Context: an optimization exercise on an open-source flow, tuned for small area and a short achievable clock period. The choices shown serve that exercise and are no tape-out recipe.
In this exercise RTL edits were held to simulation tests only and were not proved equivalent to the original.

job 2831:
// sidAudioPath
module sidAudioPath (
  input  logic               clk,
  input  logic               rst,
  input  logic               sampleValid,
  input  logic signed [11:0] voice0,
  input  logic signed [11:0] voice1,
  input  logic signed [11:0] voice2,
  input  logic [7:0]         env0,
  input  logic [7:0]         env1,
  input  logic [7:0]         env2,
  input  logic [2:0]         filterRoute,
  input  logic [1:0]         mode,
  input  logic [15:0]        coef,
  input  logic [3:0]         volume,
  output logic signed [15:0] audioOut,
  output logic               audioValid
);
For scale: ~4100 cells after synthesis, about 0.037 mm² of cells after synthesis.
==> flow/config.mk <==
export PLATFORM = sky130hd
export DESIGN_NAME = sidAudioPath
export DESIGN_NICKNAME = sidAudioPath
export VERILOG_FILES = /design/flow/design.v
export SDC_FILE = /design/flow/constraint.sdc
export NUM_CORES = 4
export LEC_CHECK = 0
export ABC_AREA = 1
export CAP_MARGIN = 20
export CORE_MARGIN = 2
export CORE_UTILIZATION = 40
export SLEW_MARGIN = 20
==> flow/constraint.sdc <==
create_clock -name core_clock -period 20.0 [get_ports {clk}]
set_input_delay 4.0000 -clock core_clock [delete_from_list [all_inputs] [get_ports {clk}]]
set_output_delay 4.0000 -clock core_clock [all_outputs]
set_load 0.01 [all_outputs]
standard.sh (not shown) runs the stock make flow with config.mk's settings and CLKGATE_MAP_FILE= SYNTH_SCRIPT=/design/flow/synth_recipe.tcl, a recipe that flattens the netlist after the stock synthesis.
==> flow/flow/run.sh <==
#!/bin/bash
# The standard layout with two changes in how it is made (the SDC is unchanged):
#  - after the standard synthesis, flow/invopt.py re-places the netlist's inverters around
#    its full adders and XOR gates (a full adder is self-dual, so each may compute the
#    complements of its outputs from complemented inputs; an XOR gate absorbs an inverted
#    input by becoming an XNOR); registers and all other cells are left as they are;
#  - the resizer's setup repair aims at a shorter period than the 20 ns constraint: paths
#    with less than MARGIN ns of slack are sized up and buffered.
set -euo pipefail
MARGIN=$(cat flow/margin.txt)
R=orfs/results/sky130hd/sidAudioPath/base
bash standard.sh synth > synth.log 2>&1
cp $R/1_2_yosys.v $R/1_2_yosys_std.v
python3 flow/invopt.py $R/1_2_yosys_std.v $R/1_2_yosys.v > invopt.log 2>&1
touch $R/1_2_yosys.v
bash standard.sh SETUP_SLACK_MARGIN=$MARGIN finish > standard.log 2>&1
==> flow/flow/margin.txt <==
14.7
Other scripts of this flow, unchanged in this note and not shown: flow/flow/invopt.py
--- input diff job 2831..job 3572 ---
# job 2831
export LEC_CHECK = 0
export ABC_AREA = 1
export CAP_MARGIN = 20
export CORE_MARGIN = 2
export CORE_UTILIZATION = 40
export SLEW_MARGIN = 20
create_clock -name core_clock -period 20.0 [get_ports {clk}]
# job 3572
export LEC_CHECK = 0
export ABC_AREA = 1
export CAP_MARGIN = 20
export CORE_MARGIN = 2
export CORE_UTILIZATION = 40
export CTS_CLUSTER_DIAMETER = 100
export CTS_CLUSTER_SIZE = 30
export SLEW_MARGIN = 20
create_clock -name core_clock -period 20.0 [get_ports {clk}]
==> flow/flow/margin.txt <==
15.0
Job 3572 vs job 2831: relative max-transition margin down
Job 3572 vs job 2831, placed wire-length estimate after detailed placement went down by 940 µm.
The first-pass GRT wire length of job 2831 and that of job 3572 are within noise of each other.
The run showing the smaller via count is job 2831.
Reported for job 3572 and job 2831, area after synthesis turned out identical to the last digit.
Between job 2831 and job 3572, the total routing usage reported by global routing does not differ in any meaningful way.
The core of job 3572 is more densely filled than that of job 2831.
[inputs] job 640 vs job 3572
# job 3572
export LEC_CHECK = 0
export ABC_AREA = 1
export CAP_MARGIN = 20
export CORE_MARGIN = 2
export CORE_UTILIZATION = 40
export CTS_CLUSTER_DIAMETER = 100
export CTS_CLUSTER_SIZE = 30
export SLEW_MARGIN = 20
create_clock -name core_clock -period 20.0 [get_ports {clk}]
# job 640
export LEC_CHECK = 0
export ABC_AREA = 1
export CAP_MARGIN = 20
export CORE_MARGIN = 2
export CORE_UTILIZATION = 40
export SLEW_MARGIN = 20
create_clock -name core_clock -period 20.0 [get_ports {clk}]
- Job 640 vs job 3572 — wire length on met2 dropped slightly
- Compared with job 3572, in job 640 clock transition at the registers of the reported paths lower, final worst setup slack increased 0.015 ns, multi-input combinational gate total held steady.
> inputs changed (job 640 -> job 4725)
# job 640
export LEC_CHECK = 0
export ABC_AREA = 1
export CAP_MARGIN = 20
export CORE_MARGIN = 2
export CORE_UTILIZATION = 40
export SLEW_MARGIN = 20
create_clock -name core_clock -period 20.0 [get_ports {clk}]
# job 4725
export LEC_CHECK = 0
export ABC_AREA = 1
export CAP_MARGIN = 20
export CORE_MARGIN = 2
export CORE_UTILIZATION = 40
export CTS_CLUSTER_DIAMETER = 60
export CTS_CLUSTER_SIZE = 25
export SLEW_MARGIN = 20
create_clock -name core_clock -period 20.0 [get_ports {clk}]
==> flow/flow/margin.txt <==
14.8
Findings:
- Job 4725: PASS, flow complete, no timing, DRC or antenna violations
- Against job 640, job 4725 comes in 0.089 ns lower on final worst slack.
- Job 4725 gives more met2 track demand over resource in global routing than job 640 did.
- [compare] base=job 640 new=job 4725: number of multi-input combinational cells did not really move, non-clock buffer count decreased 37.
- Data arrival time of the worst path: job 4725 and job 640 compared, lower one is job 640

[separate check: timing with driven ports]
No port has a modelled driver above. Below, the same layouts with a new extraction and two added sets of constraints. Step 1 (the two cells are an assumption about what drives the block):
set clk [get_ports {clk}]
set_driving_cell -lib_cell sky130_fd_sc_hd__clkbuf_16 $clk
set_driving_cell -lib_cell sky130_fd_sc_hd__buf_2 [delete_from_list [all_inputs] $clk]
Step 2 moves the port delays by t, midway between the first and last clock arrival at a register: inputs arrive t later, outputs are due t later. That takes back most of the time a late clock gives input paths. a / b / c = ideal ports / drivers / drivers and shift; a / b = the first two.
run | t (ns) | setup slack, ns | hold slack, ns | worst register clock-pin slew, ns
job 2831 | 0.663 | 14.775 / 14.710 / 14.873 | 0.326 / 0.326 / 0.326 | 0.07 / 0.07
job 3572 | 0.669 | 14.923 / 14.861 / 14.994 | 0.325 / 0.325 / 0.325 | 0.12 / 0.12
job 640 | 0.665 | 14.938 / 14.872 / 14.988 | 0.325 / 0.325 / 0.325 | 0.07 / 0.07
job 4725 | 0.651 | 14.849 / 14.783 / 14.886 | 0.321 / 0.321 / 0.321 | 0.09 / 0.09
After both steps setup and hold are still met in every run listed.
